From an optimization exercise on the open Yosys and OpenROAD flow, aimed at a short achievable clock period and few clock cycles; shortcuts taken in it are not production practice. Function was checked by simulation only, so behaviour that the tests miss may differ from the original. Power is estimated from default activity; no workload was simulated.

===== design/flow/config.mk =====
export PLATFORM = sky130hd
export DESIGN_NAME = mips_core
export DESIGN_NICKNAME = mips_core
export VERILOG_FILES = /design/flow/design.v
export SDC_FILE = /design/flow/constraint.sdc
export NUM_CORES = 4
export LEC_CHECK = 0
export CAP_MARGIN = 20
export CORE_MARGIN = 2
export CORE_UTILIZATION = 25
export PLACE_DENSITY = 0.4
export SLEW_MARGIN = 20

===== design/flow/constraint.sdc =====
create_clock -name core_clock -period 10.0 [get_ports {clk}]
set_input_delay 2.0000 -clock core_clock [delete_from_list [all_inputs] [get_ports {clk}]]
set_output_delay 2.0000 -clock core_clock [all_outputs]
set_load 0.01 [all_outputs]

===== design/flow/design.v =====
`timescale 1ns/10ps
package mips_pkg;
    localparam int XLEN       = 32;
    localparam int REG_ADDR_W = 5;
    localparam int NUM_REGS   = 32;
    localparam int DMEM_WORDS = 32;
    localparam int DMEM_AW    = $clog2(DMEM_WORDS);   
    localparam logic [XLEN-1:0] RESET_PC = '0;
    localparam logic [5:0] OP_RTYPE = 6'h00;
    localparam logic [5:0] OP_J     = 6'h02;
    localparam logic [5:0] OP_BEQ   = 6'h04;
    localparam logic [5:0] OP_BNE   = 6'h05;
    localparam logic [5:0] OP_ADDI  = 6'h08;
    localparam logic [5:0] OP_LUI   = 6'h0f;
    localparam logic [5:0] OP_LW    = 6'h23;
    localparam logic [5:0] OP_SW    = 6'h2b;
    localparam logic [5:0] FN_SYSCALL = 6'h0c;
    localparam logic [5:0] FN_ADD     = 6'h20;
    localparam logic [5:0] FN_SUB     = 6'h22;
    localparam logic [5:0] FN_AND     = 6'h24;
    localparam logic [5:0] FN_OR      = 6'h25;
    localparam logic [5:0] FN_SLT     = 6'h2a;
    localparam logic [2:0] ALU_ADD = 3'd0;   
    localparam logic [2:0] ALU_SUB = 3'd1;
    localparam logic [2:0] ALU_AND = 3'd2;
    localparam logic [2:0] ALU_OR  = 3'd3;
    localparam logic [2:0] ALU_SLT = 3'd4;
    localparam logic [2:0] ALU_LUI = 3'd5;
    localparam int CTRL_W       = 15;
    localparam int C_SYSCALL    = 0;
    localparam int C_WADDR      = 1;    
    localparam int C_RF_WEN     = 6;
    localparam int C_MEM_WRITE  = 7;
    localparam int C_MEM_READ   = 8;
    localparam int C_OVF_CHECK  = 9;    
    localparam int C_IMM_SIGNED = 10;
    localparam int C_USE_IMM    = 11;   
    localparam int C_ALU_OP     = 12;   
    localparam int IF_ID_W  = 2*XLEN;                           
    localparam int ID_EX_W  = CTRL_W + 2*XLEN + 16 + REG_ADDR_W;  
    localparam int EX_MEM_W = CTRL_W + 2*XLEN;                  
    localparam int MEM_WB_W = CTRL_W + XLEN;                    
endpackage
`timescale 1ns/10ps
module pipe_reg #(
    parameter int WIDTH = 1   
) (
    input  logic             clk,
    input  logic             rst,
    input  logic             hold,
    input  logic             flush,
    input  logic [WIDTH-1:0] d,
    output logic [WIDTH-1:0] q
);
    always_ff @(posedge clk or posedge rst) begin
        if (rst)
            q <= '0;
        else if (flush)
            q <= '0;
        else if (!hold)
            q <= d;
    end
endmodule
`timescale 1ns/10ps
import mips_pkg::*;
module fetch_unit (
    input  logic                      clk,
    input  logic                      rst,
    input  logic                      stall,
    input  logic                      is_beq,
    input  logic                      is_bne,
    input  logic                      is_jump,
    input  logic [mips_pkg::XLEN-1:0] rs_val,
    input  logic [mips_pkg::XLEN-1:0] rt_val,
    input  logic [15:0]               imm,
    input  logic [25:0]               jump_index,
    input  logic [mips_pkg::XLEN-1:0] pc_plus_4_id,
    output logic [mips_pkg::XLEN-1:0] imem_addr,
    output logic [mips_pkg::XLEN-1:0] pc_plus_4,
    output logic                      redirect
);
    logic [XLEN-1:0] pc;
    logic [XLEN-1:0] branch_target, jump_target, next_pc;
    logic            taken;
    assign taken    = (is_beq && rs_val == rt_val) || (is_bne && rs_val != rt_val);
    assign redirect = !stall && (taken || is_jump);   
    assign branch_target = pc_plus_4_id + {{14{imm[15]}}, imm, 2'b00};
    assign jump_target   = {pc_plus_4_id[31:28], jump_index, 2'b00};   
    assign pc_plus_4 = pc + 32'd4;
    assign imem_addr = pc;
    always_comb begin
        if (!redirect)
            next_pc = pc_plus_4;
        else if (is_jump)
            next_pc = jump_target;
        else
            next_pc = branch_target;
    end
    always_ff @(posedge clk or posedge rst) begin
        if (rst)
            pc <= RESET_PC;
        else if (!stall)
            pc <= next_pc;   
    end
endmodule
`timescale 1ns/10ps
import mips_pkg::*;
module control_unit (
    input  logic [mips_pkg::XLEN-1:0]   inst,
    output logic [mips_pkg::CTRL_W-1:0] ctrl,
    output logic                        is_beq,
    output logic                        is_bne,
    output logic                        is_jump
);
    logic [5:0]            opcode;
    logic [5:0]            funct;
    logic [REG_ADDR_W-1:0] dest;
    assign opcode = inst[31:26];
    assign funct  = inst[5:0];
    always_comb begin
        ctrl    = '0;   
        is_beq  = 1'b0;
        is_bne  = 1'b0;
        is_jump = 1'b0;
        dest    = inst[20:16];   
        case (opcode)
            OP_RTYPE: begin
                dest = inst[15:11];   
                case (funct)
                    FN_ADD: begin
                        ctrl[C_ALU_OP +: 3]  = ALU_ADD;
                        ctrl[C_OVF_CHECK]    = 1'b1;
                        ctrl[C_RF_WEN]       = 1'b1;
                    end
                    FN_SUB: begin
                        ctrl[C_ALU_OP +: 3]  = ALU_SUB;
                        ctrl[C_OVF_CHECK]    = 1'b1;
                        ctrl[C_RF_WEN]       = 1'b1;
                    end
                    FN_AND: begin
                        ctrl[C_ALU_OP +: 3]  = ALU_AND;
                        ctrl[C_RF_WEN]       = 1'b1;
                    end
                    FN_OR: begin
                        ctrl[C_ALU_OP +: 3]  = ALU_OR;
                        ctrl[C_RF_WEN]       = 1'b1;
                    end
                    FN_SLT: begin
                        ctrl[C_ALU_OP +: 3]  = ALU_SLT;
                        ctrl[C_RF_WEN]       = 1'b1;
                    end
                    FN_SYSCALL: ctrl[C_SYSCALL] = 1'b1;
                    default: ;
                endcase
            end
            OP_ADDI: begin
                ctrl[C_USE_IMM]    = 1'b1;
                ctrl[C_IMM_SIGNED] = 1'b1;
                ctrl[C_OVF_CHECK]  = 1'b1;
                ctrl[C_RF_WEN]     = 1'b1;
            end
            OP_LUI: begin
                ctrl[C_ALU_OP +: 3] = ALU_LUI;   
                ctrl[C_USE_IMM]     = 1'b1;
                ctrl[C_RF_WEN]      = 1'b1;
            end
            OP_LW: begin
                ctrl[C_USE_IMM]    = 1'b1;   
                ctrl[C_IMM_SIGNED] = 1'b1;
                ctrl[C_MEM_READ]   = 1'b1;
                ctrl[C_RF_WEN]     = 1'b1;
            end
            OP_SW: begin
                ctrl[C_USE_IMM]    = 1'b1;
                ctrl[C_IMM_SIGNED] = 1'b1;
                ctrl[C_MEM_WRITE]  = 1'b1;
            end
            OP_BEQ:  is_beq  = 1'b1;
            OP_BNE:  is_bne  = 1'b1;
            OP_J:    is_jump = 1'b1;
            default: ;
        endcase
        ctrl[C_WADDR +: REG_ADDR_W] = dest;
        if (dest == '0)
            ctrl[C_RF_WEN] = 1'b0;   
    end
endmodule
`timescale 1ns/10ps
import mips_pkg::*;
module reg_file (
    input  logic                            clk,
    input  logic                            rst,
    input  logic                            wen,
    input  logic [mips_pkg::REG_ADDR_W-1:0] waddr,
    input  logic [mips_pkg::XLEN-1:0]       wdata,
    input  logic [mips_pkg::REG_ADDR_W-1:0] raddr0,
    input  logic [mips_pkg::REG_ADDR_W-1:0] raddr1,
    output logic [mips_pkg::XLEN-1:0]       rdata0,
    output logic [mips_pkg::XLEN-1:0]       rdata1
);
    logic [XLEN-1:0] regs [NUM_REGS];
    always_ff @(posedge clk or posedge rst) begin
        if (rst) begin
            for (int i = 0; i < NUM_REGS; i++)
                regs[i] <= '0;   
        end else if (wen) begin
            regs[waddr] <= wdata;
        end
    end
    assign rdata0 = regs[raddr0];
    assign rdata1 = regs[raddr1];
endmodule
`timescale 1ns/10ps
import mips_pkg::*;
module hazard_forward (
    input  logic [mips_pkg::REG_ADDR_W-1:0] rs_id,
    input  logic [mips_pkg::REG_ADDR_W-1:0] rt_id,
    input  logic [mips_pkg::CTRL_W-1:0]     ex_ctrl,
    input  logic [mips_pkg::CTRL_W-1:0]     mem_ctrl,
    input  logic [mips_pkg::CTRL_W-1:0]     wb_ctrl,
    input  logic [mips_pkg::XLEN-1:0]       rf_rdata0,
    input  logic [mips_pkg::XLEN-1:0]       rf_rdata1,
    input  logic [mips_pkg::XLEN-1:0]       ex_result,
    input  logic [mips_pkg::XLEN-1:0]       mem_result,
    input  logic [mips_pkg::XLEN-1:0]       wb_data,
    output logic                            stall,
    output logic [mips_pkg::XLEN-1:0]       rs_val,
    output logic [mips_pkg::XLEN-1:0]       rt_val
);
    logic                  ex_wen, mem_wen, wb_wen;
    logic [REG_ADDR_W-1:0] ex_waddr, mem_waddr, wb_waddr;
    assign ex_wen    = ex_ctrl[C_RF_WEN];
    assign mem_wen   = mem_ctrl[C_RF_WEN];
    assign wb_wen    = wb_ctrl[C_RF_WEN];
    assign ex_waddr  = ex_ctrl[C_WADDR +: REG_ADDR_W];
    assign mem_waddr = mem_ctrl[C_WADDR +: REG_ADDR_W];
    assign wb_waddr  = wb_ctrl[C_WADDR +: REG_ADDR_W];
    assign stall = ex_ctrl[C_MEM_READ] && ex_wen &&
                   (ex_waddr == rs_id || ex_waddr == rt_id);
    always_comb begin
        if (ex_wen && ex_waddr == rs_id)
            rs_val = ex_result;   
        else if (mem_wen && mem_waddr == rs_id)
            rs_val = mem_result;
        else if (wb_wen && wb_waddr == rs_id)
            rs_val = wb_data;     
        else
            rs_val = rf_rdata0;
        if (ex_wen && ex_waddr == rt_id)
            rt_val = ex_result;
        else if (mem_wen && mem_waddr == rt_id)
            rt_val = mem_result;
        else if (wb_wen && wb_waddr == rt_id)
            rt_val = wb_data;
        else
            rt_val = rf_rdata1;
    end
endmodule
`timescale 1ns/10ps
import mips_pkg::*;
module alu (
    input  logic [mips_pkg::CTRL_W-1:0] ctrl,
    input  logic [mips_pkg::XLEN-1:0]   rs_val,
    input  logic [mips_pkg::XLEN-1:0]   rt_val,
    input  logic [15:0]                 imm,
    output logic [mips_pkg::XLEN-1:0]   result,
    output logic                        overflow
);
    logic [XLEN-1:0] op_b, sum, diff;
    logic            add_ovf, sub_ovf;
    logic [2:0]      alu_op;
    assign alu_op = ctrl[C_ALU_OP +: 3];
    always_comb begin
        if (!ctrl[C_USE_IMM])
            op_b = rt_val;
        else if (ctrl[C_IMM_SIGNED])
            op_b = {{(XLEN-16){imm[15]}}, imm};
        else
            op_b = {{(XLEN-16){1'b0}}, imm};
    end
    assign sum  = rs_val + op_b;
    assign diff = rs_val - op_b;
    assign add_ovf  = (rs_val[XLEN-1] == op_b[XLEN-1]) && (sum[XLEN-1] != rs_val[XLEN-1]);
    assign sub_ovf  = (rs_val[XLEN-1] != op_b[XLEN-1]) && (diff[XLEN-1] != rs_val[XLEN-1]);
    assign overflow = ctrl[C_OVF_CHECK] && ((alu_op == ALU_SUB) ? sub_ovf : add_ovf);
    always_comb begin
        case (alu_op)
            ALU_SUB: result = diff;
            ALU_AND: result = rs_val & op_b;
            ALU_OR:  result = rs_val | op_b;
            ALU_SLT: result = {{(XLEN-1){1'b0}}, $signed(rs_val) < $signed(op_b)};
            ALU_LUI: result = {imm, 16'b0};
            default: result = sum;   
        endcase
    end
endmodule
`timescale 1ns/10ps
import mips_pkg::*;
module data_memory (
    input  logic                      clk,
    input  logic                      mem_read,
    input  logic                      mem_write,
    input  logic [mips_pkg::XLEN-1:0] addr,
    input  logic [mips_pkg::XLEN-1:0] wdata,
    output logic [mips_pkg::XLEN-1:0] rdata,
    output logic [mips_pkg::XLEN-1:0] load_or_alu
);
    logic [XLEN-1:0]    mem [DMEM_WORDS];
    logic [DMEM_AW-1:0] idx;
    assign idx = addr[DMEM_AW+1:2];   
    always_ff @(posedge clk) begin
        if (mem_write)
            mem[idx] <= wdata;
    end
    assign rdata       = mem[idx];
    assign load_or_alu = mem_read ? rdata : addr;   
endmodule
`timescale 1ns/10ps
import mips_pkg::*;
module mips_core (
    input  logic                            clk,
    input  logic                            rst,
    input  logic [mips_pkg::XLEN-1:0]       imem_inst,
    output logic [mips_pkg::XLEN-1:0]       imem_addr,
    output logic                            wb_en,
    output logic [mips_pkg::REG_ADDR_W-1:0] wb_addr,
    output logic [mips_pkg::XLEN-1:0]       wb_data,
    output logic                            overflow,
    output logic                            syscall
);
    logic [IF_ID_W-1:0]  if_id_d,  if_id_q;    
    logic [ID_EX_W-1:0]  id_ex_d,  id_ex_q;    
    logic [EX_MEM_W-1:0] ex_mem_d, ex_mem_q;   
    logic [MEM_WB_W-1:0] mem_wb_d, mem_wb_q;   
    logic [XLEN-1:0]       id_inst, id_pc_plus_4;
    logic [CTRL_W-1:0]     ex_ctrl, mem_ctrl, wb_ctrl;
    logic [XLEN-1:0]       ex_rs_val, ex_rt_val;
    logic [15:0]           ex_imm;
    logic [XLEN-1:0]       mem_alu_result, mem_store_data;
    logic [XLEN-1:0]       pc_plus_4;
    logic                  stall, redirect;
    logic [CTRL_W-1:0]     id_ctrl;
    logic                  is_beq, is_bne, is_jump;
    logic [REG_ADDR_W-1:0] rs_id, rt_id;
    logic [XLEN-1:0]       rf_rdata0, rf_rdata1;
    logic [XLEN-1:0]       rs_val, rt_val;       
    logic [XLEN-1:0]       ex_result, mem_result;
    assign {id_inst, id_pc_plus_4} = if_id_q;
    assign ex_ctrl   = id_ex_q[ID_EX_W-1 -: CTRL_W];
    assign ex_rs_val = id_ex_q[ID_EX_W-CTRL_W-1 -: XLEN];
    assign ex_rt_val = id_ex_q[ID_EX_W-CTRL_W-XLEN-1 -: XLEN];
    assign ex_imm    = id_ex_q[REG_ADDR_W +: 16];
    assign {mem_ctrl, mem_alu_result, mem_store_data} = ex_mem_q;
    assign wb_ctrl   = mem_wb_q[MEM_WB_W-1 -: CTRL_W];
    fetch_unit fetch_unit_inst (
        .clk          (clk),
        .rst          (rst),
        .stall        (stall),
        .is_beq       (is_beq),
        .is_bne       (is_bne),
        .is_jump      (is_jump),
        .rs_val       (rs_val),
        .rt_val       (rt_val),
        .imm          (id_inst[15:0]),
        .jump_index   (id_inst[25:0]),
        .pc_plus_4_id (id_pc_plus_4),
        .imem_addr    (imem_addr),
        .pc_plus_4    (pc_plus_4),
        .redirect     (redirect)
    );
    assign if_id_d = {imem_inst, pc_plus_4};
    pipe_reg #(.WIDTH(IF_ID_W)) if_id_inst (
        .clk   (clk),
        .rst   (rst),
        .hold  (stall),      
        .flush (redirect),   
        .d     (if_id_d),
        .q     (if_id_q)
    );
    assign rs_id = id_inst[25:21];
    assign rt_id = id_inst[20:16];
    control_unit control_unit_inst (
        .inst    (id_inst),
        .ctrl    (id_ctrl),
        .is_beq  (is_beq),
        .is_bne  (is_bne),
        .is_jump (is_jump)
    );
    reg_file reg_file_inst (
        .clk    (clk),
        .rst    (rst),
        .wen    (wb_en),
        .waddr  (wb_addr),
        .wdata  (wb_data),
        .raddr0 (rs_id),
        .raddr1 (rt_id),
        .rdata0 (rf_rdata0),
        .rdata1 (rf_rdata1)
    );
    hazard_forward hazard_forward_inst (
        .rs_id      (rs_id),
        .rt_id      (rt_id),
        .ex_ctrl    (ex_ctrl),
        .mem_ctrl   (mem_ctrl),
        .wb_ctrl    (wb_ctrl),
        .rf_rdata0  (rf_rdata0),
        .rf_rdata1  (rf_rdata1),
        .ex_result  (ex_result),
        .mem_result (mem_result),
        .wb_data    (wb_data),
        .stall      (stall),
        .rs_val     (rs_val),
        .rt_val     (rt_val)
    );
    assign id_ex_d = {id_ctrl, rs_val, rt_val, id_inst[15:0], rt_id};
    pipe_reg #(.WIDTH(ID_EX_W)) id_ex_inst (
        .clk   (clk),
        .rst   (rst),
        .hold  (1'b0),
        .flush (stall),   
        .d     (id_ex_d),
        .q     (id_ex_q)
    );
    alu alu_inst (
        .ctrl     (ex_ctrl),
        .rs_val   (ex_rs_val),
        .rt_val   (ex_rt_val),
        .imm      (ex_imm),
        .result   (ex_result),
        .overflow (overflow)
    );
    assign ex_mem_d = {ex_ctrl, ex_result, ex_rt_val};
    pipe_reg #(.WIDTH(EX_MEM_W)) ex_mem_inst (
        .clk   (clk),
        .rst   (rst),
        .hold  (1'b0),
        .flush (1'b0),
        .d     (ex_mem_d),
        .q     (ex_mem_q)
    );
    data_memory data_memory_inst (
        .clk         (clk),
        .mem_read    (mem_ctrl[C_MEM_READ]),
        .mem_write   (mem_ctrl[C_MEM_WRITE]),
        .addr        (mem_alu_result),
        .wdata       (mem_store_data),
        .rdata       (),             
        .load_or_alu (mem_result)
    );
    assign mem_wb_d = {mem_ctrl, mem_result};
    pipe_reg #(.WIDTH(MEM_WB_W)) mem_wb_inst (
        .clk   (clk),
        .rst   (rst),
        .hold  (1'b0),
        .flush (1'b0),
        .d     (mem_wb_d),
        .q     (mem_wb_q)
    );
    assign wb_en   = wb_ctrl[C_RF_WEN];
    assign wb_addr = wb_ctrl[C_WADDR +: REG_ADDR_W];
    assign wb_data = mem_wb_q[XLEN-1:0];
    assign syscall = wb_ctrl[C_SYSCALL];   
endmodule

===== design/flow/run.sh =====
#!/bin/bash
# synth_recipe.tcl (not shown) runs the flow's synth.tcl, then flattens the netlist and writes it again
# the make line also repeats each setting of config.mk as NAME=value (left out here)
make -C /OpenROAD-flow-scripts/flow DESIGN_CONFIG=/design/flow/config.mk WORK_HOME=/design/flow/orfs CLKGATE_MAP_FILE= SYNTH_SCRIPT=/design/flow/synth_recipe.tcl finish

==> qor.tcl, run 1 <==
set qor(synthToLayoutAreaGrowth_pct) 16.53
set qor(kind_of_launch_point_of_the_worst_setup_path) {flip-flop}
set qor(comb_power_share_pct) 13.1
set qor(detail_route.wirelength_mm) 602.2
set qor(power_leakage_nw) 52.48
set qor(largest_voltage_drop_on_the_vdd_net_uv) 134.4
set qor(cts_hold_buffers) 0
set qor(tightestPinTransition_ns) 1.339
set qor(placeableCoreArea_um2) 449700
set qor(clk-insertion-delay-late_ns) 0.89
set qor(critPathCaptureType) {output pin}
set qor(numCtsBuffers) 274
set qor(clock_sinks) 2351
set qor(detailedRoute.firstPassIterationCount) 10
set qor(floorplan.initialDensity_pct) 25.13
set qor(avgViaCountPerCell) 5.895
set qor(num_io_pins) 106
set qor(netSwitchingPower_mw) 6.899
set qor(synth_top_area_share_pct) 29.38
set qor(timing.final.max_slew_violations) 0
set qor(synth.distinct_cells) 111
set qor(route.detailed.drc) 0
set qor(finalHoldViolCount) 0
set qor(power_density_nw_per_um2) 182.8
set qor(finalInstanceArea_um2) 131700
set qor(synth.cell_area_um2) 113000
set qor(min_period_ns) 9.616
set qor(synth_seq_area_share_pct) 56.59
set qor(most_used_cells_in_the_layout_excluding_fill_and_tap_cells) {sky130_fd_sc_hd__dfrtp_1, sky130_fd_sc_hd__mux2_2, sky130_fd_sc_hd__edfxtp_1}
set qor(critPathArrivalTime_ns) 7.62
set qor(hpwlAfterDp_mm) 388.8
set qor(number_of_enable_flip_flop_cells_after_synthesis) 1024
set qor(ant_nets) 0
set qor(timing.clock.skew_ns) 0.03805
set qor(fraction_of_layout_instances_using_a_drive_strength_above_1_pct) 24.51
set qor(grt_pass1_wl_mm) 801.1
set qor(antenna_found_initial) 69
set qor(synth.top_cells.by_area) {sky130_fd_sc_hd__dfrtp_1, sky130_fd_sc_hd__edfxtp_1, sky130_fd_sc_hd__mux2_2}
set qor(placedInstanceArea_um2) 122900
set qor(fp.dieArea_um2) 457500
set qor(via_count) 89610
set qor(pin_count_of_the_biggest_net_entering_global_routing) 152
set qor(finalSetupViolCount) 0
set qor(worstPathMaxFanout) 33
set qor(syn_inst) 8984
set qor(fmax_ghz) 0.1040
set qor(run_status) {no timing/DRC/antenna violations}
set qor(die_w_um) 676.4
set qor(max_cap_viol_count) 0
set qor(power.internal_mw) 17.18
set qor(synth_area_per_cell_um2) 12.58
set qor(post-cts-setup-buffers) 0
set qor(clk_pin_slew_worst_paths_ns) 0.06
set qor(clock_network_fraction_of_total_power_pct) 41.8
set qor(clock_path_buffers) 4
set qor(synthFlopType) {sky130_fd_sc_hd__dfrtp_1}
set qor(yosysWarnings) 11
set qor(asr_flop_ratio_synth_pct) 56.44
set qor(post_cts_resize_count) 0
set qor(cts.root.buffer_cell) {sky130_fd_sc_hd__clkbuf_16}
set qor(final_min_period_over_clock_period_pct) 96.16
set qor(die-height_um) 676.4
set qor(num_rows) 246
set qor(routed_wire_length_per_instance_um) 39.61
set qor(overflow) 0
set qor(dr.first_iter.drc_count) 13640
set qor(synth_seq_cells) 2351
set qor(h-tree-depth) 5
set qor(seqPwrFrac_pct) 45.1
set qor(path_class) {flip-flop to output pin}
set qor(grt_setup_unrepaired) {no}
set qor(fin_tns_setup_ns) 0
set qor(port-buffer-count) 105
set qor(worst_relative_slew_slack_pct) 10.50
set qor(synth_area_leader_cell) {sky130_fd_sc_hd__dfrtp_1}
set qor(grt_util_all_layers_pct) 25.34
set qor(place_congestion) 0.9309
set qor(layout_commonest_cell) {sky130_fd_sc_hd__dfrtp_1}
set qor(worst-endpoint-required_ns) 8.00
set qor(swShare_pct) 28.65
set qor(grt_pass1_vias) 86220
set qor(final_nets) 9181
set qor(regToRegSetupSlack_ns) 1.01
set qor(hp-class) {flip-flop to flip-flop}
set qor(tritoncts) {built}
critical path, cell delays in order (launching register included):
cell                              delay, ns
sky130_fd_sc_hd__dfrtp_2               0.96
sky130_fd_sc_hd__mux2i_1               0.51
sky130_fd_sc_hd__ha_1                  0.34
sky130_fd_sc_hd__nor2_1                0.21
sky130_fd_sc_hd__o311ai_0              0.26
sky130_fd_sc_hd__a211oi_1              0.71
sky130_fd_sc_hd__nor3_1                0.26
sky130_fd_sc_hd__o41ai_1               0.83
sky130_fd_sc_hd__o22ai_1               0.40
sky130_fd_sc_hd__a21oi_1               0.47
sky130_fd_sc_hd__xnor2_1               0.18
sky130_fd_sc_hd__a21oi_1               0.14
sky130_fd_sc_hd__nor2b_1               0.72
sky130_fd_sc_hd__clkdlybuf4s50_1       0.72
state kept, by name (all words and copies together), names as in the netlist:
name and flops:
fetch_unit_inst.pc 32, reg_file_inst.regs 1024, data_memory_inst.mem 1024, mem_wb_inst.q 39, ex_mem_inst.q 73, id_ex_inst.q 95
if_id_inst.q 64
routing by layer:
layer | share of wire, % | GRT usage [%] | vias to the layer above
met1 | 41 | 33.60 | 47240
met3 | 9.2 | 5.973 | 1675
met4 | 6.3 | 13.26 | 32
met2 | 44 | 38.38 | 5885
met5 | 0.035 | 0 | -
li1 | - | - | 34780
through the flow:
step                power, mW  utilization [%]  worst slack (ns)  instances  hold slack [ns]
global route            24.76            29.27            0.2841      15170           0.3743
floorplan               12.54                -            -10.35       8984           0.3312
global placement        14.12            27.28            0.9465      14680           0.3442
CTS                     24.16            29.24            0.6419      15170           0.3606
detailed placement      14.13            27.32             1.341      14690           0.3418
finish                  24.08            29.29            0.3844      15200           0.3598
area by class of cell:
class / instances / area [um^2]
Sequential cell: 2351 / 64020
Multi-Input combinational cell: 5762 / 46600
Fill cell: 45460 / 318000
Clock inverter: 108 / 908.4
Timing Repair Buffer: 496 / 4422
Clock buffer: 372 / 7736
Inverter: 132 / 499.2
Tap cell: 5952 / 7447
Antenna cell: 28 / 70.07
power groups by stage:
stage	sequential (mW)	combinational, mW	clock [mW]
after floorplan	10.8	1.74	0
after global placement	11.0	3.09	0
after detailed placement	11.0	3.10	0
after CTS	10.8	3.12	10.2
after global routing	10.9	3.32	10.6
final	10.9	3.15	10.1
cell families (layout without fill, tap and decap cells):
family | count (synthesis) | after routing | share of synthesized area, %
DFF | 2351 | 2351 | 56.59
other | 0 | 28 | 0
AOI/OAI and AO/OA | 1959 | 1959 | 12.63
and+or+nand+nor | 2094 | 2094 | 9.525
muxes | 1472 | 1472 | 15.69
xor gates and xnor gates | 107 | 107 | 0.8292
adders and majority gates | 130 | 130 | 1.459
buffers and inverters | 871 | 1108 | 3.274
path summary, 6_finish.rpt:
path,startpoint,endpoint,depth (start not counted)
worst max-delay path,id_ex_inst.q[96],overflow,13
worst min-delay path,id_ex_inst.q[92],ex_mem_inst.q[71],0
worst max register to register,if_id_inst.q[48],fetch_unit_inst.pc[17],19
worst min register to register,id_ex_inst.q[92],ex_mem_inst.q[71],0
max in group asynchronous,rst,reg_file_inst.regs[6][19],5
min in group asynchronous,rst,id_ex_inst.q[79],2
cells in the mapped netlist (20+ instances only):
| master | instances |
|---|---|
| sky130_fd_sc_hd__nor3b_1 | 21 |
| sky130_fd_sc_hd__or3_1 | 30 |
| sky130_fd_sc_hd__mux2i_1 | 306 |
| sky130_fd_sc_hd__a31oi_1 | 28 |
| sky130_fd_sc_hd__o31ai_1 | 47 |
| sky130_fd_sc_hd__o22ai_1 | 128 |
| sky130_fd_sc_hd__dfrtp_1 | 1327 |
| sky130_fd_sc_hd__nor2b_1 | 58 |
| sky130_fd_sc_hd__o21ai_0 | 180 |
| sky130_fd_sc_hd__a21oi_1 | 225 |
| sky130_fd_sc_hd__a22o_1 | 60 |
| sky130_fd_sc_hd__nand3_1 | 279 |
| sky130_fd_sc_hd__ha_1 | 127 |
| sky130_fd_sc_hd__edfxtp_1 | 1024 |
| sky130_fd_sc_hd__xor2_1 | 44 |
| sky130_fd_sc_hd__nand2_1 | 432 |
| sky130_fd_sc_hd__a21o_1 | 53 |
| sky130_fd_sc_hd__buf_1 | 85 |
| sky130_fd_sc_hd__a22oi_1 | 674 |
| sky130_fd_sc_hd__o211ai_1 | 37 |
| sky130_fd_sc_hd__nor2_1 | 435 |
| sky130_fd_sc_hd__clkbuf_1 | 478 |
| sky130_fd_sc_hd__mux2_2 | 1027 |
| sky130_fd_sc_hd__or4_1 | 22 |
| sky130_fd_sc_hd__nand2b_1 | 43 |
| sky130_fd_sc_hd__o32ai_1 | 22 |
| sky130_fd_sc_hd__a221oi_1 | 66 |
| sky130_fd_sc_hd__a2111oi_0 | 71 |
| sky130_fd_sc_hd__a211o_1 | 20 |
| sky130_fd_sc_hd__mux4_2 | 136 |
| sky130_fd_sc_hd__buf_4 | 39 |
| sky130_fd_sc_hd__inv_1 | 132 |
| sky130_fd_sc_hd__xnor2_1 | 63 |
| sky130_fd_sc_hd__nor4_1 | 103 |
| sky130_fd_sc_hd__and3_1 | 252 |
| sky130_fd_sc_hd__and2_1 | 55 |
| sky130_fd_sc_hd__o221ai_1 | 20 |
| sky130_fd_sc_hd__a211oi_1 | 70 |
| sky130_fd_sc_hd__nand4_1 | 153 |
| sky130_fd_sc_hd__buf_2 | 117 |
| sky130_fd_sc_hd__nor3_1 | 98 |
Testbench counts, summed over its fixed seeds: cycles 67,714.
==> run 2, diff against run 1 <==
--- a/design/flow/design.v
+++ b/design/flow/design.v
@@ -329,135 +329,214 @@
     output logic                            syscall
 );
-    logic [IF_ID_W-1:0]  if_id_d,  if_id_q;    
-    logic [ID_EX_W-1:0]  id_ex_d,  id_ex_q;    
-    logic [EX_MEM_W-1:0] ex_mem_d, ex_mem_q;   
-    logic [MEM_WB_W-1:0] mem_wb_d, mem_wb_q;   
-    logic [XLEN-1:0]       id_inst, id_pc_plus_4;
-    logic [CTRL_W-1:0]     ex_ctrl, mem_ctrl, wb_ctrl;
-    logic [XLEN-1:0]       ex_rs_val, ex_rt_val;
-    logic [15:0]           ex_imm;
-    logic [XLEN-1:0]       mem_alu_result, mem_store_data;
-    logic [XLEN-1:0]       pc_plus_4;
-    logic                  stall, redirect;
-    logic [CTRL_W-1:0]     id_ctrl;
-    logic                  is_beq, is_bne, is_jump;
-    logic [REG_ADDR_W-1:0] rs_id, rt_id;
-    logic [XLEN-1:0]       rf_rdata0, rf_rdata1;
-    logic [XLEN-1:0]       rs_val, rt_val;       
-    logic [XLEN-1:0]       ex_result, mem_result;
-    assign {id_inst, id_pc_plus_4} = if_id_q;
-    assign ex_ctrl   = id_ex_q[ID_EX_W-1 -: CTRL_W];
-    assign ex_rs_val = id_ex_q[ID_EX_W-CTRL_W-1 -: XLEN];
-    assign ex_rt_val = id_ex_q[ID_EX_W-CTRL_W-XLEN-1 -: XLEN];
-    assign ex_imm    = id_ex_q[REG_ADDR_W +: 16];
-    assign {mem_ctrl, mem_alu_result, mem_store_data} = ex_mem_q;
-    assign wb_ctrl   = mem_wb_q[MEM_WB_W-1 -: CTRL_W];
-    fetch_unit fetch_unit_inst (
-        .clk          (clk),
-        .rst          (rst),
-        .stall        (stall),
-        .is_beq       (is_beq),
-        .is_bne       (is_bne),
-        .is_jump      (is_jump),
-        .rs_val       (rs_val),
-        .rt_val       (rt_val),
-        .imm          (id_inst[15:0]),
-        .jump_index   (id_inst[25:0]),
-        .pc_plus_4_id (id_pc_plus_4),
-        .imem_addr    (imem_addr),
-        .pc_plus_4    (pc_plus_4),
-        .redirect     (redirect)
-    );
-    assign if_id_d = {imem_inst, pc_plus_4};
-    pipe_reg #(.WIDTH(IF_ID_W)) if_id_inst (
-        .clk   (clk),
-        .rst   (rst),
-        .hold  (stall),      
-        .flush (redirect),   
-        .d     (if_id_d),
-        .q     (if_id_q)
-    );
-    assign rs_id = id_inst[25:21];
-    assign rt_id = id_inst[20:16];
-    control_unit control_unit_inst (
-        .inst    (id_inst),
-        .ctrl    (id_ctrl),
-        .is_beq  (is_beq),
-        .is_bne  (is_bne),
-        .is_jump (is_jump)
-    );
-    reg_file reg_file_inst (
-        .clk    (clk),
-        .rst    (rst),
-        .wen    (wb_en),
-        .waddr  (wb_addr),
-        .wdata  (wb_data),
-        .raddr0 (rs_id),
-        .raddr1 (rt_id),
-        .rdata0 (rf_rdata0),
-        .rdata1 (rf_rdata1)
-    );
-    hazard_forward hazard_forward_inst (
-        .rs_id      (rs_id),
-        .rt_id      (rt_id),
-        .ex_ctrl    (ex_ctrl),
-        .mem_ctrl   (mem_ctrl),
-        .wb_ctrl    (wb_ctrl),
-        .rf_rdata0  (rf_rdata0),
-        .rf_rdata1  (rf_rdata1),
-        .ex_result  (ex_result),
-        .mem_result (mem_result),
-        .wb_data    (wb_data),
-        .stall      (stall),
-        .rs_val     (rs_val),
-        .rt_val     (rt_val)
-    );
-    assign id_ex_d = {id_ctrl, rs_val, rt_val, id_inst[15:0], rt_id};
-    pipe_reg #(.WIDTH(ID_EX_W)) id_ex_inst (
-        .clk   (clk),
-        .rst   (rst),
-        .hold  (1'b0),
-        .flush (stall),   
-        .d     (id_ex_d),
-        .q     (id_ex_q)
-    );
-    alu alu_inst (
-        .ctrl     (ex_ctrl),
-        .rs_val   (ex_rs_val),
-        .rt_val   (ex_rt_val),
-        .imm      (ex_imm),
-        .result   (ex_result),
-        .overflow (overflow)
-    );
-    assign ex_mem_d = {ex_ctrl, ex_result, ex_rt_val};
-    pipe_reg #(.WIDTH(EX_MEM_W)) ex_mem_inst (
-        .clk   (clk),
-        .rst   (rst),
-        .hold  (1'b0),
-        .flush (1'b0),
-        .d     (ex_mem_d),
-        .q     (ex_mem_q)
-    );
-    data_memory data_memory_inst (
-        .clk         (clk),
-        .mem_read    (mem_ctrl[C_MEM_READ]),
-        .mem_write   (mem_ctrl[C_MEM_WRITE]),
-        .addr        (mem_alu_result),
-        .wdata       (mem_store_data),
-        .rdata       (),             
-        .load_or_alu (mem_result)
-    );
-    assign mem_wb_d = {mem_ctrl, mem_result};
-    pipe_reg #(.WIDTH(MEM_WB_W)) mem_wb_inst (
-        .clk   (clk),
-        .rst   (rst),
-        .hold  (1'b0),
-        .flush (1'b0),
-        .d     (mem_wb_d),
-        .q     (mem_wb_q)
-    );
-    assign wb_en   = wb_ctrl[C_RF_WEN];
-    assign wb_addr = wb_ctrl[C_WADDR +: REG_ADDR_W];
-    assign wb_data = mem_wb_q[XLEN-1:0];
-    assign syscall = wb_ctrl[C_SYSCALL];   
+    localparam int NBTB = 8;
+    logic [31:2] pc;
+    logic [NBTB-1:0] btb_v;
+    logic [31:2]     btb_tag [NBTB];
+    logic [31:2]     btb_tgt [NBTB];
+    logic [$clog2(NBTB)-1:0] btb_ptr;
+    logic        v_d;
+    logic [31:0] ir;
+    logic [31:2] pc_d, pcp4_d;
+    logic        pred_d;       
+    logic [31:0] rs_oh_d, rt_oh_d;
+    logic        e_wen;        
+    logic [4:0]  e_rd;
+    logic        e_ovfchk, e_sys, e_beq, e_bne, e_jmp, e_sw;
+    logic        e_sel_sum, e_sel_and, e_sel_or, e_sel_slt, e_sel_ld;
+    logic        e_inv;        
+    logic        e_fa, e_fb, e_fst;
+    logic [31:0] e_a, e_b, e_st;
+    logic        e_pred, e_btbhit;
+    logic [31:2] e_alt, e_tgt, e_pc;
+    logic        w_wen;
+    logic [4:0]  w_rd;
+    logic [31:0] w_data;
+    logic        w_ovf, w_sys;
+    logic [31:0] regs [1:31];
+    logic [31:0] dmem [DMEM_WORDS];
+    logic [31:2] pc_inc, pc_next;
+    logic [NBTB-1:0] btb_hitv;
+    logic        btb_hit;
+    logic [31:2] btb_target;
+    assign pc_inc    = pc + 30'd1;
+    assign imem_addr = {pc, 2'b00};
+    always_comb begin
+        btb_target = '0;
+        for (int k = 0; k < NBTB; k++) begin
+            btb_hitv[k] = btb_v[k] && (btb_tag[k] == pc);
+            btb_target  = btb_target | ({30{btb_hitv[k]}} & btb_tgt[k]);
+        end
+    end
+    assign btb_hit = |btb_hitv;
+    logic [5:0]  op, fn;
+    logic [4:0]  rs, rt, rd, dest;
+    logic [15:0] imm;
+    logic        is_r, r_add, r_sub, r_and, r_or, r_slt, r_sys;
+    logic        i_addi, i_lui, i_lw, i_sw, i_beq, i_bne, i_j;
+    logic        d_wen;
+    logic [31:0] rs_rf, rt_rf, rs_val, rt_val;
+    logic [31:2] d_tgt, j_tgt;
+    logic        d_redirect, d_pred_taken;
+    logic        e_mispred;
+    logic [31:2] e_alt_q;
+    assign op   = ir[31:26];
+    assign fn   = ir[5:0];
+    assign rs   = ir[25:21];
+    assign rt   = ir[20:16];
+    assign rd   = ir[15:11];
+    assign imm  = ir[15:0];
+    assign is_r   = (op == OP_RTYPE);
+    assign r_add  = is_r && (fn == FN_ADD);
+    assign r_sub  = is_r && (fn == FN_SUB);
+    assign r_and  = is_r && (fn == FN_AND);
+    assign r_or   = is_r && (fn == FN_OR);
+    assign r_slt  = is_r && (fn == FN_SLT);
+    assign r_sys  = is_r && (fn == FN_SYSCALL);
+    assign i_addi = (op == OP_ADDI);
+    assign i_lui  = (op == OP_LUI);
+    assign i_lw   = (op == OP_LW);
+    assign i_sw   = (op == OP_SW);
+    assign i_beq  = (op == OP_BEQ);
+    assign i_bne  = (op == OP_BNE);
+    assign i_j    = (op == OP_J);
+    assign dest  = is_r ? rd : rt;
+    assign d_wen = (r_add || r_sub || r_and || r_or || r_slt || i_addi || i_lui || i_lw) &&
+                   (dest != 5'd0);
+    always_comb begin
+        rs_rf = '0;
+        rt_rf = '0;
+        for (int k = 1; k < 32; k++) begin
+            rs_rf = rs_rf | ({32{rs_oh_d[k]}} & regs[k]);
+            rt_rf = rt_rf | ({32{rt_oh_d[k]}} & regs[k]);
+        end
+    end
+    assign rs_val = (w_wen && w_rd == rs) ? w_data : rs_rf;
+    assign rt_val = (w_wen && w_rd == rt) ? w_data : rt_rf;
+    assign d_tgt        = pcp4_d + {{14{imm[15]}}, imm};
+    assign j_tgt        = {pcp4_d[31:28], ir[25:0]};
+    assign d_pred_taken = pred_d || i_j || ((i_beq || i_bne) && imm[15]);   
+    assign d_redirect   = v_d && !pred_d && (i_j || ((i_beq || i_bne) && imm[15]));
+    logic [31:0] a, b, st, sum, result, ld_data;
+    logic        ovf, lt, eq, taken;
+    logic [6:0]  ea;
+    assign a   = e_fa  ? w_data : e_a;
+    assign b   = e_fb  ? (w_data ^ {32{e_inv}}) : e_b;
+    assign st  = e_fst ? w_data : e_st;
+    assign sum = a + b + {31'd0, e_inv};
+    assign ovf = (a[31] == b[31]) && (sum[31] != a[31]);
+    assign lt  = sum[31] ^ ovf;   
+    assign eq  = (a == b);
+    assign ea      = a[6:0] + b[6:0];
+    assign ld_data = dmem[ea[6:2]];
+    assign result = ({32{e_sel_sum}} & sum) |
+                    ({32{e_sel_and}} & (a & b)) |
+                    ({32{e_sel_or}}  & (a | b)) |
+                    ({31'd0, e_sel_slt & lt}) |
+                    ({32{e_sel_ld}}  & ld_data);
+    assign taken     = (e_beq && eq) || (e_bne && !eq);
+    assign e_mispred = (e_beq || e_bne) && (taken != e_pred);
+    always_comb begin
+        if (e_mispred)
+            pc_next = e_alt;
+        else if (d_redirect)
+            pc_next = i_j ? j_tgt : d_tgt;
+        else if (btb_hit)
+            pc_next = btb_target;
+        else
+            pc_next = pc_inc;
+    end
+    logic [31:0] f_rs_oh, f_rt_oh;
+    always_comb begin
+        f_rs_oh = '0;
+        f_rt_oh = '0;
+        f_rs_oh[imem_inst[25:21]] = 1'b1;
+        f_rt_oh[imem_inst[20:16]] = 1'b1;
+    end
+    always_ff @(posedge clk or posedge rst) begin
+        if (rst) begin
+            pc       <= '0;
+            v_d      <= 1'b0;
+            e_wen    <= 1'b0;
+            e_ovfchk <= 1'b0;
+            e_sys    <= 1'b0;
+            e_beq    <= 1'b0;
+            e_bne    <= 1'b0;
+            e_jmp    <= 1'b0;
+            e_sw     <= 1'b0;
+            w_wen    <= 1'b0;
+            w_ovf    <= 1'b0;
+            w_sys    <= 1'b0;
+            btb_v    <= '0;
+            btb_ptr  <= '0;
+        end else begin
+            pc  <= pc_next;
+            v_d <= !(e_mispred || d_redirect);
+            e_wen    <= v_d && !e_mispred && d_wen;
+            e_ovfchk <= v_d && !e_mispred && (r_add || r_sub || i_addi);
+            e_sys    <= v_d && !e_mispred && r_sys;
+            e_beq    <= v_d && !e_mispred && i_beq;
+            e_bne    <= v_d && !e_mispred && i_bne;
+            e_jmp    <= v_d && !e_mispred && i_j;
+            e_sw     <= v_d && !e_mispred && i_sw;
+            w_wen <= e_wen;
+            w_ovf <= e_ovfchk && ovf;
+            w_sys <= e_sys;
+            if (!e_btbhit && (e_jmp || taken)) begin
+                btb_v[btb_ptr] <= 1'b1;
+                btb_ptr        <= btb_ptr + 1'b1;
+            end
+        end
+    end
+    always_ff @(posedge clk) begin
+        ir      <= imem_inst;
+        pc_d    <= pc;
+        pcp4_d  <= pc_inc;
+        pred_d  <= btb_hit;
+        rs_oh_d <= f_rs_oh;
+        rt_oh_d <= f_rt_oh;
+        e_rd      <= dest;
+        e_sel_sum <= r_add || r_sub || i_addi || i_lui;
+        e_sel_and <= r_and;
+        e_sel_or  <= r_or;
+        e_sel_slt <= r_slt;
+        e_sel_ld  <= i_lw;
+        e_inv     <= r_sub || r_slt;
+        e_fa      <= !i_lui && e_wen && (e_rd == rs);
+        e_fb      <= (is_r || i_beq || i_bne) && e_wen && (e_rd == rt);
+        e_fst     <= i_sw && e_wen && (e_rd == rt);
+        e_a       <= i_lui ? 32'd0 : rs_val;
+        if (is_r || i_beq || i_bne)
+            e_b <= (r_sub || r_slt) ? ~rt_val : rt_val;
+        else if (i_lui)
+            e_b <= {imm, 16'd0};
+        else
+            e_b <= {{16{imm[15]}}, imm};
+        e_st      <= rt_val;
+        e_pred    <= d_pred_taken;
+        e_btbhit  <= pred_d;
+        e_alt     <= d_pred_taken ? pcp4_d : d_tgt;
+        e_tgt     <= i_j ? j_tgt : d_tgt;
+        e_pc      <= pc_d;
+        w_rd   <= e_rd;
+        w_data <= result;
+        if (e_sw)
+            dmem[ea[6:2]] <= st;
+        if (!e_btbhit && (e_jmp || taken)) begin
+            btb_tag[btb_ptr] <= e_pc;
+            btb_tgt[btb_ptr] <= e_tgt;
+        end
+    end
+    always_ff @(posedge clk or posedge rst) begin
+        if (rst) begin
+            for (int k = 1; k < 32; k++)
+                regs[k] <= '0;
+        end else if (w_wen) begin
+            regs[w_rd] <= w_data;
+        end
+    end
+    assign wb_en    = w_wen;
+    assign wb_addr  = w_rd;
+    assign wb_data  = w_data;
+    assign overflow = w_ovf;
+    assign syscall  = w_sys;
 endmodule
--- a/design/flow/config.mk
+++ b/design/flow/config.mk
@@ -6,7 +6,10 @@
 export NUM_CORES = 4
 export LEC_CHECK = 0
+export ABC_CLOCK_PERIOD_IN_PS = 3000
 export CAP_MARGIN = 20
 export CORE_MARGIN = 2
 export CORE_UTILIZATION = 25
 export PLACE_DENSITY = 0.4
+export SETUP_SLACK_MARGIN = 5
 export SLEW_MARGIN = 20
+export TNS_END_PERCENT = 100
==> run 2 against run 1 <==
Effect of this change:
- still clean
- sequential share of layout area is 6.2 points higher
- synthesized cell count shrank 1.0%
- combinational power increased by 12%
- die area grew 9.1%
- total power grew 25%
- hold slack worse by 0.037 ns
- cell area up 9.9%
- non-clock buffer count shrank 42
- fmax increased by 95%
- count of clock-buffer cells in the layout rose by 109
- routed wire length down 5.3%
- global-route usage fell by 3.4 points
- critical endpoint is now w_data[2]
- largest cell class unchanged
==> qor.tcl, run 2 <==
set qor(min_period_ns) 4.938
set qor(synthFlopType) {sky130_fd_sc_hd__edfxtp_1}
set qor(hold-worst-slack_ns) 0.3232
set qor(die-height_um) 706.4
set qor(finalHoldViolCount) 0
set qor(route.detailed.drc) 0
set qor(fp.dieArea_um2) 499100
set qor(worst_path_max_delay_cell) {sky130_fd_sc_hd__a22oi_1}
set qor(worst-endpoint-required_ns) 10.83
set qor(grt_setup_unrepaired) {no}
set qor(total_power_mw) 30.07
set qor(antenna_found_initial) 43
set qor(numCtsBuffers) 340
set qor(avgViaCountPerCell) 5.597
set qor(clock_sinks) 2942
set qor(num_io_pins) 106
set qor(grt_pass1_wl_mm) 768.7
set qor(detailedRoute.firstPassIterationCount) 10
set qor(placeableCoreArea_um2) 490700
set qor(beginning_of_the_worst_register_to_register_path) {e_inv}
set qor(timing.final.max_slew_violations) 0
set qor(place_congestion) 0.8548
set qor(synth_seq_area_share_pct) 64.18
set qor(grt_util_all_layers_pct) 21.98
set qor(critical_path.top_delay_family) {compound AO/OA/AOI/OAI gates}
set qor(synth.cell_area_um2) 123400
set qor(synth_area_leader_cell) {sky130_fd_sc_hd__edfxtp_1}
set qor(power_density_nw_per_um2) 207.7
set qor(yosysWarnings) 2
set qor(final_nets) 9119
set qor(regToRegSetupSlack_ns) 5.06
set qor(cts.root.buffer_cell) {sky130_fd_sc_hd__clkbuf_16}
set qor(path_class) {flip-flop to flip-flop}
set qor(critical_path.cell_chain) {buf_12 > xnor2_1 > a21oi_1 > ha_1 > a21o_1 > nand2_4 > o21ai_0 > o21ai_4 > buf_4 > buf_12 > buf_4 > o221ai_1 > a22oi_1 > nand4_1 > o2111ai_1}
set qor(num_rows) 257
set qor(floorplan.initialDensity_pct) 25.14
set qor(power_leakage_nw) 52.45
set qor(via_count) 88090
set qor(h-tree-depth) 5
set qor(synthToLayoutAreaGrowth_pct) 17.33
set qor(hp-class) {flip-flop to flip-flop}
set qor(max_cap_viol_count) 0
set qor(worst_relative_slew_slack_pct) 17.34
set qor(grt_pass1_vias) 85870
set qor(worstReg2RegEnd) {w_data[2]}
set qor(post_synth_most_frequent_cells) {sky130_fd_sc_hd__edfxtp_1, sky130_fd_sc_hd__mux2_2, sky130_fd_sc_hd__dfrtp_1}
set qor(overflow) 0
set qor(clk_pin_slew_worst_paths_ns) 0.06
set qor(fmax_ghz) 0.2025
set qor(clk-insertion-delay-late_ns) 0.97
set qor(detail_route.wirelength_mm) 570.1
set qor(ant_nets) 0
set qor(cell_depth_of_the_worst_setup_path) 15
set qor(asr_flop_ratio_synth_pct) 35.49
set qor(synth_top_area_share_pct) 36.61
set qor(kind_of_launch_point_of_the_worst_setup_path) {flip-flop}
set qor(largest_reg_flops) 1024
set qor(crit_buf_inv) 4
set qor(synth_seq_cells) 2942
set qor(synth.distinct_cells) 93
set qor(hpwlAfterDp_mm) 339.3
set qor(fraction_of_layout_instances_using_a_drive_strength_above_1_pct) 23.48
set qor(tritoncts) {built}
set qor(setup.worst_path.end) {w_data[2]}
set qor(worst_path_largest_cell_delay_ns) 0.63
set qor(largest_voltage_drop_on_the_vdd_net_uv) 122.6
set qor(clock_path_buffers) 4
set qor(critPathArrivalTime_ns) 5.77
set qor(timing.clock.skew_ns) 0.07511
set qor(pin_count_of_the_biggest_net_entering_global_routing) 172
set qor(worstRegToRegCells) 15
set qor(critPathCaptureType) {flip-flop}
set qor(fin_tns_setup_ns) 0
set qor(run_status) {no timing/DRC/antenna violations}
set qor(dr.first_iter.drc_count) 12850
set qor(final_core_util_pct) 29.50
set qor(port-buffer-count) 103
set qor(tightestPinTransition_ns) 1.230
set qor(synthMostInstantiatedCell) {sky130_fd_sc_hd__edfxtp_1}
set qor(most_used_cells_in_the_layout_excluding_fill_and_tap_cells) {sky130_fd_sc_hd__edfxtp_1, sky130_fd_sc_hd__mux2_2, sky130_fd_sc_hd__dfrtp_1}
set qor(synth_area_per_cell_um2) 13.87
set qor(worstPathMaxFanout) 34
set qor(die_w_um) 706.4
set qor(synth.top_cells.by_area) {sky130_fd_sc_hd__edfxtp_1, sky130_fd_sc_hd__dfrtp_1, sky130_fd_sc_hd__mux2_2}
set qor(final_min_period_over_clock_period_pct) 49.38
set qor(routed_wire_length_per_instance_um) 36.22
set qor(finalSetupViolCount) 0
set qor(critical_path.startpoint) {e_inv}
set qor(syn_inst) 8893
set qor(number_of_enable_flip_flop_cells_after_synthesis) 1504
set qor(layout_commonest_cell) {sky130_fd_sc_hd__edfxtp_1}
run 2: worst min-delay path by stage:
stage / startpoint / end / slack [ns] / cells after the start
after floorplan: pc_d[10] / e_pc[10] / 0.31 / 0
after global placement: pc_d[5] / e_pc[5] / 0.31 / 0
after detailed placement: pc_d[12] / e_pc[12] / 0.31 / 0
after CTS: pc_d[12] / e_pc[12] / 0.32 / 0
after global routing: pc_d[12] / e_pc[12] / 0.33 / 0
final: pc_d[10] / e_pc[10] / 0.32 / 0
run 2: timing repair:
item | 4_1_cts | 5_1_grt
pin swaps | 15 | 8
gates cloned | 7 | 1
setup buffers | 23 | 16
endpoints found under the setup margin | 1135 | 489
resized for setup | 46 | 24
hold buffers | 0 | 0
run 2: layer usage:
metal	GRT usage, %	wire length [um]	share of wire [%]
met1	31.27	251600	44
met4	7.929	23790	4.2
met5	0.05768	128	0.022
met2	32.27	241900	42
met3	5.342	52710	9.2
run 2: final cells by class:
class | count | area, um^2
antenna | 7 | 17.52
timing repair buffer | 454 | 4213
clock buffer | 481 | 9714
tap | 6475 | 8102
sequential | 2942 | 79290
clock inverter | 140 | 1199
inverter | 108 | 410.4
multi-input combinational | 5131 | 41790
fill | 49340 | 346000
run 2: per-stage QoR:
stage,area [um^2],setup WS (ns),std cells
after floorplan,123400,-6.394,8894
after global placement,132800,3.530,15050
after detailed placement,133000,3.481,15060
after CTS,144400,5.002,15710
after global routing,144700,5.001,15730
final,144700,5.062,15740
run 2: cell families (layout without fill, tap and decap cells):
group / Yosys count / in the layout / synth area share [%]
DFF: 2942 / 2942 / 64.18
adders and majority gates: 108 / 108 / 1.114
AOI/OAI and AO/OA: 2156 / 2156 / 13.67
buffers and inverters: 827 / 1183 / 2.710
xor gates and xnor gates: 389 / 389 / 2.768
other: 1 / 9 / 0.003040
and+or+nand+nor: 1358 / 1364 / 5.457
muxes: 1112 / 1112 / 10.10
run 2: report_power, final:
group / total (mW) / internal [mW] / switching [mW] / leakage (nW)
clock: 12.4 / 7.22 / 5.21 / 5.38
combinational: 3.54 / 1.21 / 2.34 / 17.4
sequential: 14.1 / 13.4 / 0.658 / 29.7
total: 30.1 / 21.9 / 8.20 / 52.5
Testbench counts of run 2, summed over its fixed seeds: cycles 63,982.
==> run 3, diff against run 2 <==
--- a/design/flow/design.v
+++ b/design/flow/design.v
@@ -345,5 +345,6 @@
     logic        e_sel_sum, e_sel_and, e_sel_or, e_sel_slt, e_sel_ld;
     logic        e_inv;        
-    logic        e_fa, e_fb, e_fst;
+    logic        e_fa, e_fst;
+    logic        e_bw, e_bwn, e_be;   
     logic [31:0] e_a, e_b, e_st;
     logic        e_pred, e_btbhit;
@@ -351,5 +352,9 @@
     logic        w_wen;
     logic [4:0]  w_rd;
-    logic [31:0] w_data;
+    logic [31:0] w_data, w_data_n;   
+    logic [31:1] w_we;               
+    logic [31:1] rv;                 
+    logic        ins_v;
+    logic [31:2] ins_pc, ins_tgt;
     logic        w_ovf, w_sys;
     logic [31:0] regs [1:31];
@@ -407,6 +412,6 @@
         rt_rf = '0;
         for (int k = 1; k < 32; k++) begin
-            rs_rf = rs_rf | ({32{rs_oh_d[k]}} & regs[k]);
-            rt_rf = rt_rf | ({32{rt_oh_d[k]}} & regs[k]);
+            rs_rf = rs_rf | ({32{rs_oh_d[k] && rv[k]}} & regs[k]);
+            rt_rf = rt_rf | ({32{rt_oh_d[k] && rv[k]}} & regs[k]);
         end
     end
@@ -421,5 +426,5 @@
     logic [6:0]  ea;
     assign a   = e_fa  ? w_data : e_a;
-    assign b   = e_fb  ? (w_data ^ {32{e_inv}}) : e_b;
+    assign b   = ({32{e_bw}} & w_data) | ({32{e_bwn}} & w_data_n) | ({32{e_be}} & e_b);
     assign st  = e_fst ? w_data : e_st;
     assign sum = a + b + {31'd0, e_inv};
@@ -429,9 +434,9 @@
     assign ea      = a[6:0] + b[6:0];
     assign ld_data = dmem[ea[6:2]];
-    assign result = ({32{e_sel_sum}} & sum) |
-                    ({32{e_sel_and}} & (a & b)) |
+    logic [31:0] other;
+    assign other  = ({32{e_sel_and}} & (a & b)) |
                     ({32{e_sel_or}}  & (a | b)) |
-                    ({31'd0, e_sel_slt & lt}) |
                     ({32{e_sel_ld}}  & ld_data);
+    assign result = e_sel_sum ? sum : (other | {31'd0, e_sel_slt & lt});
     assign taken     = (e_beq && eq) || (e_bne && !eq);
     assign e_mispred = (e_beq || e_bne) && (taken != e_pred);
@@ -469,4 +474,6 @@
             btb_v    <= '0;
             btb_ptr  <= '0;
+            ins_v    <= 1'b0;
+            rv       <= '0;
         end else begin
             pc  <= pc_next;
@@ -482,8 +489,10 @@
             w_ovf <= e_ovfchk && ovf;
             w_sys <= e_sys;
-            if (!e_btbhit && (e_jmp || taken)) begin
+            ins_v <= !e_btbhit && (e_jmp || taken);
+            if (ins_v) begin
                 btb_v[btb_ptr] <= 1'b1;
                 btb_ptr        <= btb_ptr + 1'b1;
             end
+            rv <= rv | w_we;
         end
     end
@@ -503,5 +512,7 @@
         e_inv     <= r_sub || r_slt;
         e_fa      <= !i_lui && e_wen && (e_rd == rs);
-        e_fb      <= (is_r || i_beq || i_bne) && e_wen && (e_rd == rt);
+        e_bw      <= (is_r || i_beq || i_bne) && e_wen && (e_rd == rt) && !(r_sub || r_slt);
+        e_bwn     <= (is_r || i_beq || i_bne) && e_wen && (e_rd == rt) && (r_sub || r_slt);
+        e_be      <= !((is_r || i_beq || i_bne) && e_wen && (e_rd == rt));
         e_fst     <= i_sw && e_wen && (e_rd == rt);
         e_a       <= i_lui ? 32'd0 : rs_val;
@@ -519,19 +530,21 @@
         e_pc      <= pc_d;
         w_rd   <= e_rd;
-        w_data <= result;
+        w_data   <= result;
+        w_data_n <= ~result;
+        for (int k = 1; k < 32; k++)
+            w_we[k] <= e_wen && (e_rd == 5'(k));
         if (e_sw)
             dmem[ea[6:2]] <= st;
-        if (!e_btbhit && (e_jmp || taken)) begin
-            btb_tag[btb_ptr] <= e_pc;
-            btb_tgt[btb_ptr] <= e_tgt;
+        ins_pc  <= e_pc;
+        ins_tgt <= e_tgt;
+        if (ins_v) begin
+            btb_tag[btb_ptr] <= ins_pc;
+            btb_tgt[btb_ptr] <= ins_tgt;
         end
     end
-    always_ff @(posedge clk or posedge rst) begin
-        if (rst) begin
-            for (int k = 1; k < 32; k++)
-                regs[k] <= '0;
-        end else if (w_wen) begin
-            regs[w_rd] <= w_data;
-        end
+    always_ff @(posedge clk) begin
+        for (int k = 1; k < 32; k++)
+            if (w_we[k])
+                regs[k] <= w_data;
     end
     assign wb_en    = w_wen;
==> design/flow/flow/run.sh (new file) <==
#!/bin/bash
set -euo pipefail
cp standard.sh standard.sh.txt
export SETUP_SLACK_MARGIN=7
bash standard.sh > standard.log 2>&1
==> design/flow/standard.sh (new file) <==
#!/bin/bash
# synth_recipe.tcl (not shown) runs the flow's synth.tcl, then flattens the netlist and writes it again
# the make line also repeats each setting of config.mk as NAME=value (left out here)
make -C /OpenROAD-flow-scripts/flow DESIGN_CONFIG=/design/flow/config.mk WORK_HOME=/design/flow/orfs CLKGATE_MAP_FILE= SYNTH_SCRIPT=/design/flow/synth_recipe.tcl "${@:-finish}"
--- a/design/flow/config.mk
+++ b/design/flow/config.mk
@@ -11,5 +11,4 @@
 export CORE_UTILIZATION = 25
 export PLACE_DENSITY = 0.4
-export SETUP_SLACK_MARGIN = 5
 export SLEW_MARGIN = 20
 export TNS_END_PERCENT = 100
removed: design/flow/run.sh
==> run 3 against run 2 <==
Effect of this change:
- still clean on timing, DRC and antenna
- via count is 3.0% higher
- global-route usage is 2.2 points higher
- register-to-register slack improved by 0.83 ns
- worst setup slack better by 0.83 ns
- routed wire length up 8.9%
- utilization rose by 3.7 points
- combinational power up about 70%
- synthesized cell count shrank 9.0%
- fmax increased by 20%
==> qor.tcl, run 3 <==
set qor(placeableCoreArea_um2) 478000
set qor(num_rows) 254
set qor(clk-insertion-delay-late_ns) 1.01
set qor(worst-endpoint-required_ns) 10.84
set qor(gr-usage-met1_pct) 31.97
set qor(synth.top_cells.by_area) {sky130_fd_sc_hd__edfxtp_1, sky130_fd_sc_hd__dfxtp_1, sky130_fd_sc_hd__a22oi_1}
set qor(yosysWarnings) 2
set qor(worst_path_max_delay_cell) {sky130_fd_sc_hd__a222oi_1}
set qor(timing.clock.skew_ns) 0.07730
set qor(worst_relative_slew_slack_pct) 13.39
set qor(largest_voltage_drop_on_the_vdd_net_uv) 179.0
set qor(gr-usage-met3_pct) 6.005
set qor(worstPathMaxFanout) 15
set qor(synth_top_family_by_area) {compound AO/OA/AOI/OAI gates}
set qor(fmax_ghz) 0.2435
set qor(largest_reg_flops) 1024
set qor(most_used_cells_in_the_layout_excluding_fill_and_tap_cells) {sky130_fd_sc_hd__edfxtp_1, sky130_fd_sc_hd__a22oi_1, sky130_fd_sc_hd__o22ai_1}
set qor(numCtsBuffers) 352
set qor(clock_path_buffers) 4
set qor(path_class) {flip-flop to flip-flop}
set qor(via_count) 90760
set qor(fp.dieArea_um2) 485000
set qor(critPathArrivalTime_ns) 4.95
set qor(h-tree-depth) 5
set qor(grt_pass1_vias) 85700
set qor(final_min_period_over_clock_period_pct) 41.08
set qor(synth-adder-area-share_pct) 1.173
set qor(critical_path.cell_chain) {buf_16 > a222oi_1 > inv_1 > ha_1 > nand4_1 > or2_4 > a2bb2oi_4 > a21oi_4 > o211ai_1 > buf_4 > buf_4 > buf_4 > buf_4 > buf_4 > buf_4 > buf_4 > nand4b_1 > a21oi_1 > xor2_1 > a21oi_1}
set qor(global_route.peak_usage_layer) {met2}
set qor(fraction_of_layout_instances_using_a_drive_strength_above_1_pct) 26.12
set qor(synth_top_area_share_pct) 62.54
set qor(routed_wire_length_per_instance_um) 39.25
set qor(synth.distinct_cells) 85
set qor(share_of_synthesized_area_spent_on_multiplexers_pct) 1.167
set qor(synth_seq_cells) 3099
set qor(clock_sinks) 3099
set qor(number_of_enable_flip_flop_cells_after_synthesis) 2496
set qor(dr.first_iter.drc_count) 16080
set qor(route.detailed.drc) 0
set qor(detailedRoute.firstPassIterationCount) 9
set qor(fin_tns_setup_ns) 0
set qor(finalHoldViolCount) 0
set qor(fin_ws_ns) 5.892
set qor(synth_simple_gate_area_share_pct) 5.944
set qor(synth_seq_area_share_pct) 72.96
set qor(synthToLayoutAreaGrowth_pct) 32.46
set qor(synth_area_leader_cell) {sky130_fd_sc_hd__edfxtp_1}
set qor(hp-class) {flip-flop to flip-flop}
set qor(antenna_found_initial) 39
set qor(tritoncts) {built}
set qor(grt_util_all_layers_pct) 24.21
set qor(worst_path_largest_cell_delay_ns) 0.45
set qor(place_ws_ns) 4.160
set qor(grt_pass1_wl_mm) 799.0
set qor(synth_compound_area_share_pct) 13.86
set qor(n_fill_cell) 46240
set qor(run_status) {no timing/DRC/antenna violations}
set qor(ant_nets) 0
set qor(die_w_um) 696.4
set qor(min_period_ns) 4.108
set qor(cts.root.buffer_cell) {sky130_fd_sc_hd__clkbuf_16}
set qor(overflow) 0
set qor(tightestPinTransition_ns) 1.299
set qor(max_cap_viol_count) 0
set qor(timing.final.max_slew_violations) 0
set qor(place_congestion) 0.8751
set qor(final_core_util_pct) 33.21
set qor(gr_util_met2_pct) 36.90
set qor(clk_pin_slew_worst_paths_ns) 0.06
set qor(synthFlopType) {sky130_fd_sc_hd__edfxtp_1}
set qor(synth.cell_area_um2) 119800
set qor(hpwlAfterDp_mm) 293.2
set qor(post_synth_most_frequent_cells) {sky130_fd_sc_hd__edfxtp_1, sky130_fd_sc_hd__a22oi_1, sky130_fd_sc_hd__o22ai_1}
set qor(pin_count_of_the_biggest_net_entering_global_routing) 57
set qor(grt_setup_unrepaired) {yes}
set qor(kind_of_launch_point_of_the_worst_setup_path) {flip-flop}
set qor(avgViaCountPerCell) 5.736
set qor(synthMostInstantiatedCell) {sky130_fd_sc_hd__edfxtp_1}
set qor(layout_commonest_cell) {sky130_fd_sc_hd__edfxtp_1}
set qor(syn_inst) 8092
set qor(port-buffer-count) 103
set qor(die-height_um) 696.4
set qor(detail_route.wirelength_mm) 621.0
set qor(path_common_cell) {sky130_fd_sc_hd__buf_4}
set qor(synth_xor_area_share_pct) 2.630
set qor(hold-worst-slack_ns) 0.3196
set qor(power_leakage_nw) 52.52
set qor(cts_hold_buffers) 0
set qor(num_io_pins) 106
set qor(synth_area_per_cell_um2) 14.81
set qor(final_nets) 9246
set qor(finalSetupViolCount) 0
set qor(power_density_nw_per_um2) 218.5
set qor(critPathCaptureType) {flip-flop}
set qor(asr_flop_ratio_synth_pct) 2.711
set qor(floorplan.initialDensity_pct) 25.07
run 3: changes by cell type after synthesis, sizes merged, moves of 63 or more:
cell / previous run / this run
edfxtp: 1504 / 2496
mux2: 1060 / 98
dfrtp: 1044 / 84
o22ai: 100 / 547
o22a: 184 / 0
o221ai: 187 / 4
clkbuf: 527 / 369
dfxtp: 394 / 519
o21ai: 126 / 223
a221oi: 291 / 220
and2: 4 / 75
a22oi: 497 / 560
run 3: final cells by class:
class | count | area (um^2) | area share [%]
well taps | 6400 | 8008 | 5.044
repair buffers | 1212 | 17680 | 11.14
diodes | 18 | 45.04 | 0.02837
multi-input cells | 4329 | 33340 | 21.00
flip-flops and latches | 3099 | 87670 | 55.22
clock inverters | 189 | 1846 | 1.163
clock buffers | 467 | 9726 | 6.126
inverters | 108 | 446.7 | 0.2814
run 3: cells by family after synthesis:
group                      count (synthesis)
DFF                                     3099
AOI/OAI and AO/OA                       2299
and+or+nand+nor                         1424
buffers and inverters                    675
xor gates and xnor gates                 359
muxes                                    125
adders and majority gates                110
other                                      1
run 3: worst paths after layout:
| check | start | cells past startpoint | slack, ns | endpoint |
|---|---|---|---|---|
| worst max-delay path | e_bw | 20 | 5.89 | w_data[27] |
| worst min-delay path | pc_d[18] | 0 | 0.32 | e_pc[18] |
| worst max register to register | e_bw | 20 | 5.89 | w_data[27] |
| worst min register to register | pc_d[18] | 0 | 0.32 | e_pc[18] |
| max in group asynchronous | rst | 4 | 7.34 | w_sys |
| min in group asynchronous | rst | 3 | 1.55 | pc[31] |
run 3: repair_timing:
action | CTS | global route
resized for setup | 1313 | 402
gates cloned | 147 | 43
pin swaps | 144 | 177
endpoints found under the setup margin | 1396 | 1330
setup buffers | 487 | 170
run 3: metal layers:
layer / vias up / share of wire, %
met5: - / 0.012
met4: 12 / 6.2
met3: 1684 / 11
met2: 7081 / 43
met1: 47280 / 39
li1: 34710 / -
run 3: worst max-delay path: cells and delay by family (launching register included):
kind | cells | cell delay [ns]
flops | 1 | 0.38
buf+inv | 9 | 1.13
xor+xnor | 1 | 0.26
fa+ha+maj | 1 | 0.40
compound gates | 6 | 1.15
simple gates | 3 | 0.62
run 3: stage by stage:
| stage | area [um^2] | total power [mW] | instances |
|---|---|---|---|
| 3_5_place_dp | 130200 | 19.80 | 14300 |
| 5_1_grt | 158700 | 35.58 | 15810 |
| 4_1_cts | 154300 | 34.34 | 15590 |
| 2_1_floorplan | 121700 | 17.94 | 8093 |
| 6_report | 158800 | 34.69 | 15820 |
| 3_3_place_gp | 130200 | 19.78 | 14300 |
run 3: where the power goes:
| group | internal, mW | switching, mW |
|---|---|---|
| Sequential | 14.8 | 0.666 |
| Clock | 7.55 | 5.62 |
| Combinational | 2.55 | 3.47 |
| Total | 24.9 | 9.76 |
Testbench counts of run 3, summed over its fixed seeds: cycles 63,982.

==> separate check: timing with driven ports <==
The results above use ideal ports. As a check the final layouts listed here were re-extracted and re-timed, cells and wires unchanged.
Step 1, drivers: a clkbuf_16 drives clk and a buf_2 each remaining input, both assumed.
Step 2 adds t to the input delays and takes it off the output delays; t is the mean of the earliest and latest rising clock arrival at the registers after step 1. Input paths then give back, and output paths get back, about the clock's delay inside the block.
Slacks: ideal / step 1 / step 2; pairs: ideal / step 1.
| run | t (ns) | slack for setup (ns) | clock arrival spread, ns |
|---|---|---|---|
| run 1 | 0.988 | 0.384 / 0.275 / 1.011 | 0.044 / 0.044 |
| run 2 | 1.051 | 5.062 / 4.953 / 5.062 | 0.077 / 0.077 |
| run 3 | 1.099 | 5.892 / 5.892 / 5.892 | 0.097 / 0.096 |
After both steps setup and hold are still met in every run listed.
